Background: an optimization exercise with open tools, aiming at small area, a short achievable clock period and few clock cycles. Do not read the settings as production practice. The RTL was checked by simulation tests, not by an equivalence proof against the original design.

==> flow/design.v, too long to show whole: its modules and the start of the top module <==
// module syndrome_unit: 2546 lines
// module crs_decoder: 93 lines
module crs_decoder (
    input  logic               clk,
    input  logic               rst_n,
    input  logic               start,
    input  logic [575:0]       received_data_72,
    input  logic [543:0]       received_data_68,
    output logic [511:0]       decoded_data,
    output logic [3:0]         errors_detected,
    output logic               errors_corrected,
    output logic [6:0]         error_position,
    output logic               valid_out,
    output logic               decode_success
);
  // ...
==> flow/flow/run.sh <==
#!/bin/bash
# The standard layout (standard.sh), with two changes: plain buffers instead
# of delay buffers on the ports, and pins allowed on every second routing track so
# that the die can be smaller. make's full output goes to make_finish.log; each
# ORFS step keeps its own log under orfs/logs/.
set -euo pipefail
export BUFFER_PORTS_ARGS="-buffer_cell sky130_fd_sc_hd__buf_2"
export PLACE_PINS_ARGS="-min_distance 2 -min_distance_in_tracks"
bash standard.sh finish > make_finish.log 2>&1
==> flow/standard.sh <==
#!/bin/bash
# synth_recipe.tcl (not shown) runs the flow's synth.tcl, then flattens the netlist and writes it again
# the make line also repeats each setting of config.mk as NAME=value (left out here)
make -C /OpenROAD-flow-scripts/flow DESIGN_CONFIG=/design/flow/config.mk WORK_HOME=/design/flow/orfs CLKGATE_MAP_FILE= SYNTH_SCRIPT=/design/flow/synth_recipe.tcl "${@:-finish}"
==> flow/config.mk <==
export PLATFORM = sky130hd
export DESIGN_NAME = crs_decoder
export DESIGN_NICKNAME = crs_decoder
export VERILOG_FILES = /design/flow/design.v
export SDC_FILE = /design/flow/constraint.sdc
export NUM_CORES = 4
export LEC_CHECK = 0
export CAP_MARGIN = 20
export CORE_AREA = 5 5 475 475
export DIE_AREA = 0 0 480 480
export SETUP_SLACK_MARGIN = 1.3
export SLEW_MARGIN = 20
==> flow/constraint.sdc <==
create_clock -name core_clock -period 5.0 [get_ports {clk}]
set_input_delay 1.0000 -clock core_clock [delete_from_list [all_inputs] [get_ports {clk}]]
set_output_delay 1.0000 -clock core_clock [all_outputs]
set_load 0.01 [all_outputs]
==> flow_summary.json, run 1 <==
{
  "cp_data_arrival_time_ps": 4520,
  "cts_made_buffers": 80,
  "max_stage_delay_ps": 1070,
  "netlist_top_cells_count": "xnor2_1, xor2_1, nand2_1, nor2_1, a21oi_1",
  "synth.most_common_cell": "xnor2_1",
  "drv_slew": 0,
  "setup_tns_ps": 0,
  "inverters": 25,
  "status": "no timing/DRC/antenna violations",
  "post_cts_resized": 26,
  "post-place-ws_ps": 217,
  "vias": 79822,
  "viasPerCell": 6.27,
  "met3_usage": 0.519,
  "antenna_cells": 512,
  "drive_gt1_frac": 0.322,
  "synth.cell_area_sq_um": 67200,
  "ctsHtreeMaxLevel": 3,
  "cts_buffer_depth": 3,
  "nNonClkBuffers": 2673,
  "synthTopCellsByArea": "xnor2_1, edfxtp_1, xor2_1",
  "yosys_register_bits": 643,
  "required_ps": 5470,
  "stdcell_count": 12737,
  "num_rows": 172,
  "design_area_sq_um": 90900,
  "rsz0062_at_grt": "false",
  "rrSetupSlack_ps": 950,
  "top_usage_layer": "met2",
  "met2_length_mm": 270,
  "multi_input_cells": 5776,
  "async_reset_ff_frac": 0.00467,
  "seq_area_sq_um": 18200,
  "synth_edf_count": 522,
  "hpwlAfterDp_mm": 647,
  "die_area_sq_um": 230000,
  "first_pass_iters": 14,
  "wirelength_mm": 765,
  "seq-cell-share": 0.200,
  "post_dp_cell_area_sq_um": 86200,
  "worst_slew_pin_slew_ps": 1370
}
Testbench counts, summed over its fixed seeds: cycles 768.
==> module crs_decoder, before the edit <==
module crs_decoder (
    input  logic               clk,
    input  logic               rst_n,
    input  logic               start,
    input  logic [575:0]       received_data_72,
    input  logic [543:0]       received_data_68,
    output logic [511:0]       decoded_data,
    output logic [3:0]         errors_detected,
    output logic               errors_corrected,
    output logic [6:0]         error_position,
    output logic               valid_out,
    output logic               decode_success
);
    function automatic logic [7:0] mulx(logic [7:0] a);
        mulx = {a[6:0], 1'b0} ^ (a[7] ? 8'h1D : 8'h00);
    endfunction
    function automatic logic [7:0] gf_mul(logic [7:0] a, logic [7:0] b);
        logic [7:0] p, x;
        p = '0; x = a;
        for (int i = 0; i < 8; i++) begin
            if (b[i]) p = p ^ x;
            x = mulx(x);
        end
        gf_mul = p;
    endfunction
    logic [31:0] syn, syn_q;
    logic [7:0]  s0, s1, s2, s3;
    syndrome_unit syndrome_i (.received_data_68(received_data_68), .syn(syn));
    always_ff @(posedge clk) syn_q <= syn;
    assign {s3, s2, s1, s0} = syn_q;
    logic [67:0] eq;
    logic [7:0]  t;
    always_comb begin
        t = s0;
        for (int k = 0; k < 68; k++) begin
            eq[k] = (t == s1);
            t = mulx(t);
        end
    end
    logic [7:0] dif02, dif13;
    assign dif02 = gf_mul(s0, s2) ^ gf_mul(s1, s1);
    assign dif13 = gf_mul(s1, s3) ^ gf_mul(s2, s2);
    logic [67:0] eq_q;
    logic [7:0]  dif02_q, dif13_q;
    logic        s0nz_q, nonzero_q;
    always_ff @(posedge clk) begin
        eq_q      <= eq;
        dif02_q   <= dif02;
        dif13_q   <= dif13;
        s0nz_q    <= (s0 != '0);
        nonzero_q <= ((s0 | s1 | s2 | s3) != '0);
    end
    logic cons, single, corr, multi;
    logic [6:0] pos;
    logic [511:0] fixed;
    assign cons   = s0nz_q && (dif02_q == '0) && (dif13_q == '0);
    assign single = cons && (eq_q != '0);
    assign corr   = cons && (eq_q[67:4] != '0);    
    assign multi  = nonzero_q && !single;
    always_comb begin
        pos = '0;
        for (int k = 0; k < 68; k++)
            if (eq_q[k]) pos = pos | 7'(67 - k);
        if (!cons) pos = '0;
        for (int p = 0; p < 64; p++)
            fixed[8*p +: 8] = received_data_72[8*p +: 8] ^
                              ((eq_q[67 - p] && cons) ? s0 : 8'h00);
    end
    logic busy1, busy2;    
    always_ff @(posedge clk or negedge rst_n) begin
        if (!rst_n) begin
            busy1     <= 1'b0;
            busy2     <= 1'b0;
            valid_out <= 1'b0;
        end else begin
            busy1     <= start && !busy1 && !busy2 && !valid_out;
            busy2     <= start && busy1;
            valid_out <= start && (busy2 || valid_out);
        end
    end
    logic r_multi, r_single;
    always_ff @(posedge clk) begin
        if (busy2) begin
            decoded_data     <= corr ? fixed : received_data_68[511:0];
            errors_corrected <= corr;
            error_position   <= pos;
            r_single         <= single;
            r_multi          <= multi;
        end
    end
    assign errors_detected = {2'b00, r_multi, r_single};
    assign decode_success  = !r_multi;
endmodule
==> inputs of run 2 (changes only) <==
--- a/flow/design.v
+++ b/flow/design.v
@@ -2550,2 +2550,534 @@
 `timescale 1ns/10ps
+module error_locator (
+    input  logic [7:0] s0,
+    input  logic [7:0] s1,
+    output logic [7:0] pos
+);
+    function automatic logic [7:0] neg_log_s1(logic [7:0] a);
+        case (a)
+            8'h00: neg_log_s1 = 8'h00;
+            8'h01: neg_log_s1 = 8'h00;
+            8'h02: neg_log_s1 = 8'hfe;
+            8'h03: neg_log_s1 = 8'he6;
+            8'h04: neg_log_s1 = 8'hfd;
+            8'h05: neg_log_s1 = 8'hcd;
+            8'h06: neg_log_s1 = 8'he5;
+            8'h07: neg_log_s1 = 8'h39;
+            8'h08: neg_log_s1 = 8'hfc;
+            8'h09: neg_log_s1 = 8'h20;
+            8'h0a: neg_log_s1 = 8'hcc;
+            8'h0b: neg_log_s1 = 8'h11;
+            8'h0c: neg_log_s1 = 8'he4;
+            8'h0d: neg_log_s1 = 8'h97;
+            8'h0e: neg_log_s1 = 8'h38;
+            8'h0f: neg_log_s1 = 8'hb4;
+            8'h10: neg_log_s1 = 8'hfb;
+            8'h11: neg_log_s1 = 8'h9b;
+            8'h12: neg_log_s1 = 8'h1f;
+            8'h13: neg_log_s1 = 8'hf1;
+            8'h14: neg_log_s1 = 8'hcb;
+            8'h15: neg_log_s1 = 8'h72;
+            8'h16: neg_log_s1 = 8'h10;
+            8'h17: neg_log_s1 = 8'h7e;
+            8'h18: neg_log_s1 = 8'he3;
+            8'h19: neg_log_s1 = 8'h3e;
+            8'h1a: neg_log_s1 = 8'h96;
+            8'h1b: neg_log_s1 = 8'h07;
+            8'h1c: neg_log_s1 = 8'h37;
+            8'h1d: neg_log_s1 = 8'hf7;
+            8'h1e: neg_log_s1 = 8'hb3;
+            8'h1f: neg_log_s1 = 8'h8e;
+            8'h20: neg_log_s1 = 8'hfa;
+            8'h21: neg_log_s1 = 8'h75;
+            8'h22: neg_log_s1 = 8'h9a;
+            8'h23: neg_log_s1 = 8'hd0;
+            8'h24: neg_log_s1 = 8'h1e;
+            8'h25: neg_log_s1 = 8'hdb;
+            8'h26: neg_log_s1 = 8'hf0;
+            8'h27: neg_log_s1 = 8'hde;
+            8'h28: neg_log_s1 = 8'hca;
+            8'h29: neg_log_s1 = 8'h6c;
+            8'h2a: neg_log_s1 = 8'h71;
+            8'h2b: neg_log_s1 = 8'h25;
+            8'h2c: neg_log_s1 = 8'h0f;
+            8'h2d: neg_log_s1 = 8'hed;
+            8'h2e: neg_log_s1 = 8'h7d;
+            8'h2f: neg_log_s1 = 8'hba;
+            8'h30: neg_log_s1 = 8'he2;
+            8'h31: neg_log_s1 = 8'h4a;
+            8'h32: neg_log_s1 = 8'h3d;
+            8'h33: neg_log_s1 = 8'h82;
+            8'h34: neg_log_s1 = 8'h95;
+            8'h35: neg_log_s1 = 8'hd8;
+            8'h36: neg_log_s1 = 8'h06;
+            8'h37: neg_log_s1 = 8'h46;
+            8'h38: neg_log_s1 = 8'h36;
+            8'h39: neg_log_s1 = 8'h65;
+            8'h3a: neg_log_s1 = 8'hf6;
+            8'h3b: neg_log_s1 = 8'h87;
+            8'h3c: neg_log_s1 = 8'hb2;
+            8'h3d: neg_log_s1 = 8'h1b;
+            8'h3e: neg_log_s1 = 8'h8d;
+            8'h3f: neg_log_s1 = 8'h59;
+            8'h40: neg_log_s1 = 8'hf9;
+            8'h41: neg_log_s1 = 8'h40;
+            8'h42: neg_log_s1 = 8'h74;
+            8'h43: neg_log_s1 = 8'h9d;
+            8'h44: neg_log_s1 = 8'h99;
+            8'h45: neg_log_s1 = 8'h22;
+            8'h46: neg_log_s1 = 8'hcf;
+            8'h47: neg_log_s1 = 8'h02;
+            8'h48: neg_log_s1 = 8'h1d;
+            8'h49: neg_log_s1 = 8'h67;
+            8'h4a: neg_log_s1 = 8'hda;
+            8'h4b: neg_log_s1 = 8'h4c;
+            8'h4c: neg_log_s1 = 8'hef;
+            8'h4d: neg_log_s1 = 8'h6e;
+            8'h4e: neg_log_s1 = 8'hdd;
+            8'h4f: neg_log_s1 = 8'h77;
+            8'h50: neg_log_s1 = 8'hc9;
+            8'h51: neg_log_s1 = 8'h2f;
+            8'h52: neg_log_s1 = 8'h6b;
+            8'h53: neg_log_s1 = 8'h31;
+            8'h54: neg_log_s1 = 8'h70;
+            8'h55: neg_log_s1 = 8'h69;
+            8'h56: neg_log_s1 = 8'h24;
+            8'h57: neg_log_s1 = 8'h42;
+            8'h58: neg_log_s1 = 8'h0e;
+            8'h59: neg_log_s1 = 8'h2d;
+            8'h5a: neg_log_s1 = 8'hec;
+            8'h5b: neg_log_s1 = 8'ha3;
+            8'h5c: neg_log_s1 = 8'h7c;
+            8'h5d: neg_log_s1 = 8'hc7;
+            8'h5e: neg_log_s1 = 8'hb9;
+            8'h5f: neg_log_s1 = 8'hbf;
+            8'h60: neg_log_s1 = 8'he1;
+            8'h61: neg_log_s1 = 8'hbd;
+            8'h62: neg_log_s1 = 8'h49;
+            8'h63: neg_log_s1 = 8'h5c;
+            8'h64: neg_log_s1 = 8'h3c;
+            8'h65: neg_log_s1 = 8'hb7;
+            8'h66: neg_log_s1 = 8'h81;
+            8'h67: neg_log_s1 = 8'h91;
+            8'h68: neg_log_s1 = 8'h94;
+            8'h69: neg_log_s1 = 8'hc5;
+            8'h6a: neg_log_s1 = 8'hd7;
+            8'h6b: neg_log_s1 = 8'hab;
+            8'h6c: neg_log_s1 = 8'h05;
+            8'h6d: neg_log_s1 = 8'h7a;
+            8'h6e: neg_log_s1 = 8'h45;
+            8'h6f: neg_log_s1 = 8'hc2;
+            8'h70: neg_log_s1 = 8'h35;
+            8'h71: neg_log_s1 = 8'ha1;
+            8'h72: neg_log_s1 = 8'h64;
+            8'h73: neg_log_s1 = 8'h60;
+            8'h74: neg_log_s1 = 8'hf5;
+            8'h75: neg_log_s1 = 8'hea;
+            8'h76: neg_log_s1 = 8'h86;
+            8'h77: neg_log_s1 = 8'hd4;
+            8'h78: neg_log_s1 = 8'hb1;
+            8'h79: neg_log_s1 = 8'h2b;
+            8'h7a: neg_log_s1 = 8'h1a;
+            8'h7b: neg_log_s1 = 8'h53;
+            8'h7c: neg_log_s1 = 8'h8c;
+            8'h7d: neg_log_s1 = 8'h0c;
+            8'h7e: neg_log_s1 = 8'h58;
+            8'h7f: neg_log_s1 = 8'ha8;
+            8'h80: neg_log_s1 = 8'hf8;
+            8'h81: neg_log_s1 = 8'h8f;
+            8'h82: neg_log_s1 = 8'h3f;
+            8'h83: neg_log_s1 = 8'h08;
+            8'h84: neg_log_s1 = 8'h73;
+            8'h85: neg_log_s1 = 8'h7f;
+            8'h86: neg_log_s1 = 8'h9c;
+            8'h87: neg_log_s1 = 8'hf2;
+            8'h88: neg_log_s1 = 8'h98;
+            8'h89: neg_log_s1 = 8'hb5;
+            8'h8a: neg_log_s1 = 8'h21;
+            8'h8b: neg_log_s1 = 8'h12;
+            8'h8c: neg_log_s1 = 8'hce;
+            8'h8d: neg_log_s1 = 8'h3a;
+            8'h8e: neg_log_s1 = 8'h01;
+            8'h8f: neg_log_s1 = 8'he7;
+            8'h90: neg_log_s1 = 8'h1c;
+            8'h91: neg_log_s1 = 8'h5a;
+            8'h92: neg_log_s1 = 8'h66;
+            8'h93: neg_log_s1 = 8'h88;
+            8'h94: neg_log_s1 = 8'hd9;
+            8'h95: neg_log_s1 = 8'h47;
+            8'h96: neg_log_s1 = 8'h4b;
+            8'h97: neg_log_s1 = 8'h83;
+            8'h98: neg_log_s1 = 8'hee;
+            8'h99: neg_log_s1 = 8'hbb;
+            8'h9a: neg_log_s1 = 8'h6d;
+            8'h9b: neg_log_s1 = 8'h26;
+            8'h9c: neg_log_s1 = 8'hdc;
+            8'h9d: neg_log_s1 = 8'hdf;
+            8'h9e: neg_log_s1 = 8'h76;
+            8'h9f: neg_log_s1 = 8'hd1;
+            8'ha0: neg_log_s1 = 8'hc8;
+            8'ha1: neg_log_s1 = 8'hc0;
+            8'ha2: neg_log_s1 = 8'h2e;
+            8'ha3: neg_log_s1 = 8'ha4;
+            8'ha4: neg_log_s1 = 8'h6a;
+            8'ha5: neg_log_s1 = 8'h43;
+            8'ha6: neg_log_s1 = 8'h30;
+            8'ha7: neg_log_s1 = 8'h32;
+            8'ha8: neg_log_s1 = 8'h6f;
+            8'ha9: neg_log_s1 = 8'h78;
+            8'haa: neg_log_s1 = 8'h68;
+            8'hab: neg_log_s1 = 8'h4d;
+            8'hac: neg_log_s1 = 8'h23;
+            8'had: neg_log_s1 = 8'h03;
+            8'hae: neg_log_s1 = 8'h41;
+            8'haf: neg_log_s1 = 8'h9e;
+            8'hb0: neg_log_s1 = 8'h0d;
+            8'hb1: neg_log_s1 = 8'ha9;
+            8'hb2: neg_log_s1 = 8'h2c;
+            8'hb3: neg_log_s1 = 8'h54;
+            8'hb4: neg_log_s1 = 8'heb;
+            8'hb5: neg_log_s1 = 8'hd5;
+            8'hb6: neg_log_s1 = 8'ha2;
+            8'hb7: neg_log_s1 = 8'h61;
+            8'hb8: neg_log_s1 = 8'h7b;
+            8'hb9: neg_log_s1 = 8'hc3;
+            8'hba: neg_log_s1 = 8'hc6;
+            8'hbb: neg_log_s1 = 8'hac;
+            8'hbc: neg_log_s1 = 8'hb8;
+            8'hbd: neg_log_s1 = 8'h92;
+            8'hbe: neg_log_s1 = 8'hbe;
+            8'hbf: neg_log_s1 = 8'h5d;
+            8'hc0: neg_log_s1 = 8'he0;
+            8'hc1: neg_log_s1 = 8'hd2;
+            8'hc2: neg_log_s1 = 8'hbc;
+            8'hc3: neg_log_s1 = 8'h27;
+            8'hc4: neg_log_s1 = 8'h48;
+            8'hc5: neg_log_s1 = 8'h84;
+            8'hc6: neg_log_s1 = 8'h5b;
+            8'hc7: neg_log_s1 = 8'h89;
+            8'hc8: neg_log_s1 = 8'h3b;
+            8'hc9: neg_log_s1 = 8'he8;
+            8'hca: neg_log_s1 = 8'hb6;
+            8'hcb: neg_log_s1 = 8'h13;
+            8'hcc: neg_log_s1 = 8'h80;
+            8'hcd: neg_log_s1 = 8'hf3;
+            8'hce: neg_log_s1 = 8'h90;
+            8'hcf: neg_log_s1 = 8'h09;
+            8'hd0: neg_log_s1 = 8'h93;
+            8'hd1: neg_log_s1 = 8'h5e;
+            8'hd2: neg_log_s1 = 8'hc4;
+            8'hd3: neg_log_s1 = 8'had;
+            8'hd4: neg_log_s1 = 8'hd6;
+            8'hd5: neg_log_s1 = 8'h62;
+            8'hd6: neg_log_s1 = 8'haa;
+            8'hd7: neg_log_s1 = 8'h55;
+            8'hd8: neg_log_s1 = 8'h04;
+            8'hd9: neg_log_s1 = 8'h9f;
+            8'hda: neg_log_s1 = 8'h79;
+            8'hdb: neg_log_s1 = 8'h4e;
+            8'hdc: neg_log_s1 = 8'h44;
+            8'hdd: neg_log_s1 = 8'h33;
+            8'hde: neg_log_s1 = 8'hc1;
+            8'hdf: neg_log_s1 = 8'ha5;
+            8'he0: neg_log_s1 = 8'h34;
+            8'he1: neg_log_s1 = 8'ha6;
+            8'he2: neg_log_s1 = 8'ha0;
+            8'he3: neg_log_s1 = 8'h4f;
+            8'he4: neg_log_s1 = 8'h63;
+            8'he5: neg_log_s1 = 8'h56;
+            8'he6: neg_log_s1 = 8'h5f;
+            8'he7: neg_log_s1 = 8'hae;
+            8'he8: neg_log_s1 = 8'hf4;
+            8'he9: neg_log_s1 = 8'h0a;
+            8'hea: neg_log_s1 = 8'he9;
+            8'heb: neg_log_s1 = 8'h14;
+            8'hec: neg_log_s1 = 8'h85;
+            8'hed: neg_log_s1 = 8'h8a;
+            8'hee: neg_log_s1 = 8'hd3;
+            8'hef: neg_log_s1 = 8'h28;
+            8'hf0: neg_log_s1 = 8'hb0;
+            8'hf1: neg_log_s1 = 8'h51;
+            8'hf2: neg_log_s1 = 8'h2a;
+            8'hf3: neg_log_s1 = 8'h16;
+            8'hf4: neg_log_s1 = 8'h19;
+            8'hf5: neg_log_s1 = 8'h18;
+            8'hf6: neg_log_s1 = 8'h52;
+            8'hf7: neg_log_s1 = 8'h17;
+            8'hf8: neg_log_s1 = 8'h8b;
+            8'hf9: neg_log_s1 = 8'h29;
+            8'hfa: neg_log_s1 = 8'h0b;
+            8'hfb: neg_log_s1 = 8'h15;
+            8'hfc: neg_log_s1 = 8'h57;
+            8'hfd: neg_log_s1 = 8'haf;
+            8'hfe: neg_log_s1 = 8'ha7;
+            8'hff: neg_log_s1 = 8'h50;
+        endcase
+    endfunction
+    function automatic logic [7:0] log_s0_67(logic [7:0] a);
+        case (a)
+            8'h00: log_s0_67 = 8'h00;
+            8'h01: log_s0_67 = 8'h43;
+            8'h02: log_s0_67 = 8'h44;
+            8'h03: log_s0_67 = 8'h5c;
+            8'h04: log_s0_67 = 8'h45;
+            8'h05: log_s0_67 = 8'h75;
+            8'h06: log_s0_67 = 8'h5d;
+            8'h07: log_s0_67 = 8'h0a;
+            8'h08: log_s0_67 = 8'h46;
+            8'h09: log_s0_67 = 8'h23;
+            8'h0a: log_s0_67 = 8'h76;
+            8'h0b: log_s0_67 = 8'h32;
+            8'h0c: log_s0_67 = 8'h5e;
+            8'h0d: log_s0_67 = 8'hab;
+            8'h0e: log_s0_67 = 8'h0b;
+            8'h0f: log_s0_67 = 8'h8e;
+            8'h10: log_s0_67 = 8'h47;
+            8'h11: log_s0_67 = 8'ha7;
+            8'h12: log_s0_67 = 8'h24;
+            8'h13: log_s0_67 = 8'h51;
+            8'h14: log_s0_67 = 8'h77;
+            8'h15: log_s0_67 = 8'hd0;
+            8'h16: log_s0_67 = 8'h33;
+            8'h17: log_s0_67 = 8'hc4;
+            8'h18: log_s0_67 = 8'h5f;
+            8'h19: log_s0_67 = 8'h05;
+            8'h1a: log_s0_67 = 8'hac;
+            8'h1b: log_s0_67 = 8'h3c;
+            8'h1c: log_s0_67 = 8'h0c;
+            8'h1d: log_s0_67 = 8'h4b;
+            8'h1e: log_s0_67 = 8'h8f;
+            8'h1f: log_s0_67 = 8'hb4;
+            8'h20: log_s0_67 = 8'h48;
+            8'h21: log_s0_67 = 8'hcd;
+            8'h22: log_s0_67 = 8'ha8;
+            8'h23: log_s0_67 = 8'h72;
+            8'h24: log_s0_67 = 8'h25;
+            8'h25: log_s0_67 = 8'h67;
+            8'h26: log_s0_67 = 8'h52;
+            8'h27: log_s0_67 = 8'h64;
+            8'h28: log_s0_67 = 8'h78;
+            8'h29: log_s0_67 = 8'hd6;
+            8'h2a: log_s0_67 = 8'hd1;
+            8'h2b: log_s0_67 = 8'h1e;
+            8'h2c: log_s0_67 = 8'h34;
+            8'h2d: log_s0_67 = 8'h55;
+            8'h2e: log_s0_67 = 8'hc5;
+            8'h2f: log_s0_67 = 8'h88;
+            8'h30: log_s0_67 = 8'h60;
+            8'h31: log_s0_67 = 8'hf8;
+            8'h32: log_s0_67 = 8'h06;
+            8'h33: log_s0_67 = 8'hc0;
+            8'h34: log_s0_67 = 8'had;
+            8'h35: log_s0_67 = 8'h6a;
+            8'h36: log_s0_67 = 8'h3d;
+            8'h37: log_s0_67 = 8'hfc;
+            8'h38: log_s0_67 = 8'h0d;
+            8'h39: log_s0_67 = 8'hdd;
+            8'h3a: log_s0_67 = 8'h4c;
+            8'h3b: log_s0_67 = 8'hbb;
+            8'h3c: log_s0_67 = 8'h90;
+            8'h3d: log_s0_67 = 8'h28;
+            8'h3e: log_s0_67 = 8'hb5;
+            8'h3f: log_s0_67 = 8'he9;
+            8'h40: log_s0_67 = 8'h49;
+            8'h41: log_s0_67 = 8'h03;
+            8'h42: log_s0_67 = 8'hce;
+            8'h43: log_s0_67 = 8'ha5;
+            8'h44: log_s0_67 = 8'ha9;
+            8'h45: log_s0_67 = 8'h21;
+            8'h46: log_s0_67 = 8'h73;
+            8'h47: log_s0_67 = 8'h41;
+            8'h48: log_s0_67 = 8'h26;
+            8'h49: log_s0_67 = 8'hdb;
+            8'h4a: log_s0_67 = 8'h68;
+            8'h4b: log_s0_67 = 8'hf6;
+            8'h4c: log_s0_67 = 8'h53;
+            8'h4d: log_s0_67 = 8'hd4;
+            8'h4e: log_s0_67 = 8'h65;
+            8'h4f: log_s0_67 = 8'hcb;
+            8'h50: log_s0_67 = 8'h79;
+            8'h51: log_s0_67 = 8'h14;
+            8'h52: log_s0_67 = 8'hd7;
+            8'h53: log_s0_67 = 8'h12;
+            8'h54: log_s0_67 = 8'hd2;
+            8'h55: log_s0_67 = 8'hd9;
+            8'h56: log_s0_67 = 8'h1f;
+            8'h57: log_s0_67 = 8'h01;
+            8'h58: log_s0_67 = 8'h35;
+            8'h59: log_s0_67 = 8'h16;
+            8'h5a: log_s0_67 = 8'h56;
+            8'h5b: log_s0_67 = 8'h9f;
+            8'h5c: log_s0_67 = 8'hc6;
+            8'h5d: log_s0_67 = 8'h7b;
+            8'h5e: log_s0_67 = 8'h89;
+            8'h5f: log_s0_67 = 8'h83;
+            8'h60: log_s0_67 = 8'h61;
+            8'h61: log_s0_67 = 8'h85;
+            8'h62: log_s0_67 = 8'hf9;
+            8'h63: log_s0_67 = 8'he6;
+            8'h64: log_s0_67 = 8'h07;
+            8'h65: log_s0_67 = 8'h8b;
+            8'h66: log_s0_67 = 8'hc1;
+            8'h67: log_s0_67 = 8'hb1;
+            8'h68: log_s0_67 = 8'hae;
+            8'h69: log_s0_67 = 8'h7d;
+            8'h6a: log_s0_67 = 8'h6b;
+            8'h6b: log_s0_67 = 8'h97;
+            8'h6c: log_s0_67 = 8'h3e;
+            8'h6d: log_s0_67 = 8'hc8;
+            8'h6e: log_s0_67 = 8'hfd;
+            8'h6f: log_s0_67 = 8'h80;
+            8'h70: log_s0_67 = 8'h0e;
+            8'h71: log_s0_67 = 8'ha1;
+            8'h72: log_s0_67 = 8'hde;
+            8'h73: log_s0_67 = 8'he2;
+            8'h74: log_s0_67 = 8'h4d;
+            8'h75: log_s0_67 = 8'h58;
+            8'h76: log_s0_67 = 8'hbc;
+            8'h77: log_s0_67 = 8'h6e;
+            8'h78: log_s0_67 = 8'h91;
+            8'h79: log_s0_67 = 8'h18;
+            8'h7a: log_s0_67 = 8'h29;
+            8'h7b: log_s0_67 = 8'hef;
+            8'h7c: log_s0_67 = 8'hb6;
+            8'h7d: log_s0_67 = 8'h37;
+            8'h7e: log_s0_67 = 8'hea;
+            8'h7f: log_s0_67 = 8'h9a;
+            8'h80: log_s0_67 = 8'h4a;
+            8'h81: log_s0_67 = 8'hb3;
+            8'h82: log_s0_67 = 8'h04;
+            8'h83: log_s0_67 = 8'h3b;
+            8'h84: log_s0_67 = 8'hcf;
+            8'h85: log_s0_67 = 8'hc3;
+            8'h86: log_s0_67 = 8'ha6;
+            8'h87: log_s0_67 = 8'h50;
+            8'h88: log_s0_67 = 8'haa;
+            8'h89: log_s0_67 = 8'h8d;
+            8'h8a: log_s0_67 = 8'h22;
+            8'h8b: log_s0_67 = 8'h31;
+            8'h8c: log_s0_67 = 8'h74;
+            8'h8d: log_s0_67 = 8'h09;
+            8'h8e: log_s0_67 = 8'h42;
+            8'h8f: log_s0_67 = 8'h5b;
+            8'h90: log_s0_67 = 8'h27;
+            8'h91: log_s0_67 = 8'he8;
+            8'h92: log_s0_67 = 8'hdc;
+            8'h93: log_s0_67 = 8'hba;
+            8'h94: log_s0_67 = 8'h69;
+            8'h95: log_s0_67 = 8'hfb;
+            8'h96: log_s0_67 = 8'hf7;
+            8'h97: log_s0_67 = 8'hbf;
+            8'h98: log_s0_67 = 8'h54;
+            8'h99: log_s0_67 = 8'h87;
+            8'h9a: log_s0_67 = 8'hd5;
+            8'h9b: log_s0_67 = 8'h1d;
+            8'h9c: log_s0_67 = 8'h66;
+            8'h9d: log_s0_67 = 8'h63;
+            8'h9e: log_s0_67 = 8'hcc;
+            8'h9f: log_s0_67 = 8'h71;
+            8'ha0: log_s0_67 = 8'h7a;
+            8'ha1: log_s0_67 = 8'h82;
+            8'ha2: log_s0_67 = 8'h15;
+            8'ha3: log_s0_67 = 8'h9e;
+            8'ha4: log_s0_67 = 8'hd8;
+            8'ha5: log_s0_67 = 8'h00;
+            8'ha6: log_s0_67 = 8'h13;
+            8'ha7: log_s0_67 = 8'h11;
+            8'ha8: log_s0_67 = 8'hd3;
+            8'ha9: log_s0_67 = 8'hca;
+            8'haa: log_s0_67 = 8'hda;
+            8'hab: log_s0_67 = 8'hf5;
+            8'hac: log_s0_67 = 8'h20;
+            8'had: log_s0_67 = 8'h40;
+            8'hae: log_s0_67 = 8'h02;
+            8'haf: log_s0_67 = 8'ha4;
+            8'hb0: log_s0_67 = 8'h36;
+            8'hb1: log_s0_67 = 8'h99;
+            8'hb2: log_s0_67 = 8'h17;
+            8'hb3: log_s0_67 = 8'hee;
+            8'hb4: log_s0_67 = 8'h57;
+            8'hb5: log_s0_67 = 8'h6d;
+            8'hb6: log_s0_67 = 8'ha0;
+            8'hb7: log_s0_67 = 8'he1;
+            8'hb8: log_s0_67 = 8'hc7;
+            8'hb9: log_s0_67 = 8'h7f;
+            8'hba: log_s0_67 = 8'h7c;
+            8'hbb: log_s0_67 = 8'h96;
+            8'hbc: log_s0_67 = 8'h8a;
+            8'hbd: log_s0_67 = 8'hb0;
+            8'hbe: log_s0_67 = 8'h84;
+            8'hbf: log_s0_67 = 8'he5;
+            8'hc0: log_s0_67 = 8'h62;
+            8'hc1: log_s0_67 = 8'h70;
+            8'hc2: log_s0_67 = 8'h86;
+            8'hc3: log_s0_67 = 8'h1c;
+            8'hc4: log_s0_67 = 8'hfa;
+            8'hc5: log_s0_67 = 8'hbe;
+            8'hc6: log_s0_67 = 8'he7;
+            8'hc7: log_s0_67 = 8'hb9;
+            8'hc8: log_s0_67 = 8'h08;
+            8'hc9: log_s0_67 = 8'h5a;
+            8'hca: log_s0_67 = 8'h8c;
+            8'hcb: log_s0_67 = 8'h30;
+            8'hcc: log_s0_67 = 8'hc2;
+            8'hcd: log_s0_67 = 8'h4f;
+            8'hce: log_s0_67 = 8'hb2;
+            8'hcf: log_s0_67 = 8'h3a;
+            8'hd0: log_s0_67 = 8'haf;
+            8'hd1: log_s0_67 = 8'he4;
+            8'hd2: log_s0_67 = 8'h7e;
+            8'hd3: log_s0_67 = 8'h95;
+            8'hd4: log_s0_67 = 8'h6c;
+            8'hd5: log_s0_67 = 8'he0;
+            8'hd6: log_s0_67 = 8'h98;
+            8'hd7: log_s0_67 = 8'hed;
+            8'hd8: log_s0_67 = 8'h3f;
+            8'hd9: log_s0_67 = 8'ha3;
+            8'hda: log_s0_67 = 8'hc9;
+            8'hdb: log_s0_67 = 8'hf4;
+            8'hdc: log_s0_67 = 8'hfe;
+            8'hdd: log_s0_67 = 8'h10;
+            8'hde: log_s0_67 = 8'h81;
+            8'hdf: log_s0_67 = 8'h9d;
+            8'he0: log_s0_67 = 8'h0f;
+            8'he1: log_s0_67 = 8'h9c;
+            8'he2: log_s0_67 = 8'ha2;
+            8'he3: log_s0_67 = 8'hf3;
+            8'he4: log_s0_67 = 8'hdf;
+            8'he5: log_s0_67 = 8'hec;
+            8'he6: log_s0_67 = 8'he3;
+            8'he7: log_s0_67 = 8'h94;
+            8'he8: log_s0_67 = 8'h4e;
+            8'he9: log_s0_67 = 8'h39;
+            8'hea: log_s0_67 = 8'h59;
+            8'heb: log_s0_67 = 8'h2f;
+            8'hec: log_s0_67 = 8'hbd;
+            8'hed: log_s0_67 = 8'hb8;
+            8'hee: log_s0_67 = 8'h6f;
+            8'hef: log_s0_67 = 8'h1b;
+            8'hf0: log_s0_67 = 8'h92;
+            8'hf1: log_s0_67 = 8'hf1;
+            8'hf2: log_s0_67 = 8'h19;
+            8'hf3: log_s0_67 = 8'h2d;
+            8'hf4: log_s0_67 = 8'h2a;
+            8'hf5: log_s0_67 = 8'h2b;
+            8'hf6: log_s0_67 = 8'hf0;
+            8'hf7: log_s0_67 = 8'h2c;
+            8'hf8: log_s0_67 = 8'hb7;
+            8'hf9: log_s0_67 = 8'h1a;
+            8'hfa: log_s0_67 = 8'h38;
+            8'hfb: log_s0_67 = 8'h2e;
+            8'hfc: log_s0_67 = 8'heb;
+            8'hfd: log_s0_67 = 8'h93;
+            8'hfe: log_s0_67 = 8'h9b;
+            8'hff: log_s0_67 = 8'hf2;
+        endcase
+    endfunction
+    logic [7:0] la, lb;
+    logic [8:0] sum;
+    assign la  = neg_log_s1(s1);
+    assign lb  = log_s0_67(s0);
+    assign sum = {1'b0, la} + {1'b0, lb};
+    assign pos = (sum >= 9'd255) ? 8'(sum - 9'd255) : sum[7:0];
+endmodule
 `timescale 1ns/10ps
@@ -2583,39 +3115,27 @@
     assign {s3, s2, s1, s0} = syn_q;
-    logic [67:0] eq;
-    logic [7:0]  t;
-    always_comb begin
-        t = s0;
-        for (int k = 0; k < 68; k++) begin
-            eq[k] = (t == s1);
-            t = mulx(t);
-        end
-    end
-    logic [7:0] dif02, dif13;
-    assign dif02 = gf_mul(s0, s2) ^ gf_mul(s1, s1);
-    assign dif13 = gf_mul(s1, s3) ^ gf_mul(s2, s2);
-    logic [67:0] eq_q;
-    logic [7:0]  dif02_q, dif13_q;
-    logic        s0nz_q, nonzero_q;
+    logic [7:0] pos8;
+    error_locator locator_i (.s0(s0), .s1(s1), .pos(pos8));
+    logic cons, nonzero;
+    assign cons = (s0 != '0) && (gf_mul(s0, s2) == gf_mul(s1, s1)) &&
+                  (gf_mul(s1, s3) == gf_mul(s2, s2));
+    assign nonzero = ((s0 | s1 | s2 | s3) != '0);
+    logic [7:0] pos_q;
+    logic       cons_q, nonzero_q, s1nz_q;
     always_ff @(posedge clk) begin
-        eq_q      <= eq;
-        dif02_q   <= dif02;
-        dif13_q   <= dif13;
-        s0nz_q    <= (s0 != '0);
-        nonzero_q <= ((s0 | s1 | s2 | s3) != '0);
+        pos_q     <= pos8;
+        cons_q    <= cons;
+        nonzero_q <= nonzero;
+        s1nz_q    <= (s1 != '0);
     end
-    logic cons, single, corr, multi;
+    logic single, corr, multi;
     logic [6:0] pos;
     logic [511:0] fixed;
-    assign cons   = s0nz_q && (dif02_q == '0) && (dif13_q == '0);
-    assign single = cons && (eq_q != '0);
-    assign corr   = cons && (eq_q[67:4] != '0);    
+    assign single = cons_q && s1nz_q && (pos_q <= 8'd67);
+    assign corr   = cons_q && s1nz_q && (pos_q[7:6] == 2'b00);
     assign multi  = nonzero_q && !single;
+    assign pos    = single ? pos_q[6:0] : 7'd0;
     always_comb begin
-        pos = '0;
-        for (int k = 0; k < 68; k++)
-            if (eq_q[k]) pos = pos | 7'(67 - k);
-        if (!cons) pos = '0;
         for (int p = 0; p < 64; p++)
             fixed[8*p +: 8] = received_data_72[8*p +: 8] ^
-                              ((eq_q[67 - p] && cons) ? s0 : 8'h00);
+                              ((corr && pos_q[5:0] == 6'(p)) ? s0 : 8'h00);
     end
==> flow/run.sh (new file) <==
#!/bin/bash
# synth_recipe.tcl (not shown) runs the flow's synth.tcl, then flattens the netlist and writes it again
# the make line also repeats each setting of config.mk as NAME=value (left out here)
make -C /OpenROAD-flow-scripts/flow DESIGN_CONFIG=/design/flow/config.mk WORK_HOME=/design/flow/orfs CLKGATE_MAP_FILE= SYNTH_SCRIPT=/design/flow/synth_recipe.tcl finish
--- a/flow/config.mk
+++ b/flow/config.mk
@@ -8,5 +8,4 @@
 export CAP_MARGIN = 20
-export CORE_AREA = 5 5 475 475
-export DIE_AREA = 0 0 480 480
-export SETUP_SLACK_MARGIN = 1.3
+export CORE_AREA = 5 5 565 565
+export DIE_AREA = 0 0 570 570
 export SLEW_MARGIN = 20
removed: flow/flow/run.sh
removed: flow/standard.sh
==> run 2 against run 1 <==
The layout now fails its checks (negative setup slack). Count of clock-buffer cells in the layout grew 7. Register-to-register slack lost 310 ps. Fmax shrank 21%. Setup slack lost 1100 ps. Clock skew grew 22 ps. Synthesized cell count grew 1.4%. Sequential share of layout area shrank 5.6 points. Critical path type is now in -> reg.
==> flow_summary.json, run 2 <==
{
  "drv_cap": 0,
  "gr-usage-all-layers": 0.493,
  "hpwlAfterDp_mm": 740,
  "rr_startpoint": "pos_q[2]",
  "top_layer": "met5",
  "ctsHtreeMaxLevel": 3,
  "grt_overflow": 0,
  "synthTopCellsByArea": "xnor2_1, edfxtp_1, xor2_1",
  "io_buffers": 1582,
  "r2r_cells": 7,
  "largest_reg_flops": 512,
  "yosys.area.top_type": "xnor2_1",
  "vias": 82699,
  "synth_top_flop_cell": "edfxtp_1",
  "required_ps": 5720,
  "path_max_fanout": 5,
  "met1_length_mm": 328,
  "drv_slew": 0,
  "synth_cell_types": 94,
  "start_util": 0.205,
  "setup_violations": 12,
  "grt_max_degree": 201,
  "period_minus_slack_ps": 5140,
  "seq_area_frac_synth": 0.264,
  "drive_gt1_frac": 0.335,
  "grt_pass1_wl_mm": 993,
  "cp-start-kind": "input port",
  "violations": "negative setup slack",
  "cp-endpoint": "locator_i.la[3]",
  "layout_commonest_cell": "buf_4",
  "viasPerCell": 5.24,
  "cts_root_buffer": "clkbuf_16",
  "final.fill_count": 32162,
  "synth.cell_area_sq_um": 64100,
  "reg.largest.list": "decoded_data (512), syn_q (32)",
  "wl_met3_mm": 92.9,
  "syn_avg_cell_area_sq_um": 9.12,
  "antenna_found_initial": 267,
  "antenna_left": 0,
  "crit_type": "in -> reg",
  "wirelength_mm": 837,
  "tritoncts": "yes",
  "holdWs_ps": 386,
  "cts_buffer_depth": 4,
  "dieHeight_um": 570,
  "regMostFlops": "decoded_data",
  "chipWidth_um": 570,
  "hold_class": "in -> async",
  "worst_slew_pin_slew_ps": 1310,
  "insertion_delay_ps": 870,
  "synth_top_area_share": 0.251,
  "ioPinCount": 1649,
  "first_iter_violations": 14673,
  "wl_per_cell_um": 53.0,
  "clkTransAtPathRegs_ps": 70,
  "cts_made_buffers": 84,
  "fin_crit_sh": 1.03,
  "grt_pass1_vias": 74942,
  "endpoint_kind": "flip-flop",
  "slew_headroom": 0.126,
  "gp_congestion": 1.16,
  "met2_length_mm": 340,
  "clock-sinks": 584,
  "status": "complete, but fails checks",
  "netlist_top_cells_count": "xnor2_1, nand2_1, xor2_1, o21ai_0, edfxtp_1",
  "die_area_sq_um": 325000,
  "synth.most_common_cell": "xnor2_1",
  "num_rows": 205,
  "postSynthCellCount": 7026,
  "max_freq_ghz": 0.195,
  "most-common-layout-cells": "buf_4, xnor2_1, clkdlybuf4s50_1",
  "rsz0062_at_grt": "true",
  "worstReg2RegEnd": "decoded_data[92]",
  "layout_setup_ws_ps": -138,
  "hold_viol_final": 0,
  "area_growth_pct": 84.7,
  "yosys_register_bits": 584,
  "nets": 12478,
  "drc": 0,
  "cp_data_arrival_time_ps": 5860,
  "cp-startpoint": "received_data_68[59]",
  "clock_skew_ps": 80.8,
  "rrSetupSlack_ps": 640,
  "core_area_sq_um": 312000,
  "first_pass_iters": 8,
  "yosysWarnings": 2,
  "synth_edf_count": 522,
  "async_reset_ff_frac": 0.00514
}
## run 2: cell count changes after synthesis, sizes merged, moves of 31 or more
cell   change
xor2      -59
xnor3    -172
o21ai    +584
nor2     -384
xnor2    -164
ha        +31
nand2    +618
a21oi    -445
nor4      -59
dfxtp     -59
nand4     -37
## run 2: per-layer routing
metal / vias up / GRT usage
li1: 32145 / -
met1: 42065 / 0.620
met2: 6765 / 0.704
met3: 1636 / 0.158
met4: 88 / 0.360
met5: - / 0
## run 2: final cells by class
type	count	area, sq um	area share
clock inverters	50	576	0.00487
flip-flops and latches	584	17000	0.143
repair buffers	4665	43800	0.371
clock buffers	96	2240	0.0190
diodes	268	671	0.00567
well taps	4140	5180	0.0438
multi-input cells	5921	48600	0.411
inverters	55	251	0.00213
## run 2: worst max-delay path, cell delays in order
cell and delay [ps]:
dlygate4sd2_1 370, xor3_2 430, buf_12 170, xnor2_4 380, buf_12 160, xor3_1 340
xor3_1 420, xnor3_2 470, xnor2_4 260, buf_12 160, inv_8 40, ha_4 330
inv_4 60, mux4_2 450, mux2_4 320, nor2_4 120, a2111oi_4 50, a2111oi_2 290
## run 2: cells by family after synthesis
group                    count (synthesis)  share of synthesized area
other                                    1                  0.0000585
buffers and inverters                  522                     0.0335
multiplexers                            63                     0.0147
AND/OR/NAND/NOR                       1720                      0.106
flip-flops                             584                      0.264
AO/OA/AOI/OAI                         1026                     0.0948
XOR/XNOR                              3066                      0.478
adder cells (fa/ha/maj)                 44                    0.00871
## run 2: metrics by stage
| stage | worst slack (ps) | instances | util | TNS [ps] | instance area, sq um |
|---|---|---|---|---|---|
| global placement | -2450 | 15244 | 0.352 | -38660 | 110000 |
| detailed placement | -2310 | 15244 | 0.352 | -37220 | 110000 |
| floorplan | 2.89 | 7027 | - | 0 | 64300 |
| finish | -138 | 15779 | 0.379 | -975 | 118000 |
| global route | -149 | 15689 | 0.378 | -682 | 118000 |
| CTS | -15.8 | 15484 | 0.372 | -15.8 | 116000 |
## run 2: timing repair
action	in CTS	in global routing
setup buffers	101	30
hold buffers	0	0
pin swaps	168	119
gates resized for setup	668	279
hold endpoints to repair	0	0
gates cloned	2	1
setup endpoints to repair	18	16
## run 2: how the worst min path moves through the flow
stage / startpoint / endpoint / slack, ps / cells after the start
5_1_grt: rst_n / busy2 / 380 / 1
4_1_cts: rst_n / busy2 / 350 / 1
2_1_floorplan: busy1 / busy1 / 400 / 1
3_5_place_dp: busy1 / busy1 / 420 / 1
6_report: rst_n / busy2 / 390 / 1
3_3_place_gp: busy1 / busy1 / 410 / 1
Testbench counts of run 2, summed over its fixed seeds: cycles 768.

==> re-timing with driven ports <==
No port has a modelled driver above. Below, the same layouts with a new extraction and two added sets of constraints.
Step 1 sets driving cells, clkbuf_16 on the clock port and buf_2 on the other inputs (assumed; they add their load-dependent delay and slew).
Step 2 also shifts input and output timing later by t, the mid clock arrival at the registers, as if the neighbouring blocks saw the same clock.
Slacks: ideal ports / drivers / drivers and shift; pairs: ideal ports / drivers.
| run | t (ns) | setup slack, ns | clock arrival spread, ns | slew at the worst register clock pin (ns) | worst data-port slew with drivers (ns) |
|---|---|---|---|---|---|
| run 1 | 0.893 | 0.954 / 0.954 / 0.227 | 0.059 / 0.059 | 0.07 / 0.07 | 0.84 |
| run 2 | 0.899 | -0.138 / -0.142 / -1.041 | 0.096 / 0.096 | 0.07 / 0.07 | 0.59 |
For run 2, which loses most, drivers alone change the setup slack by -0.004 ns; drivers and shift together by -0.903 ns.
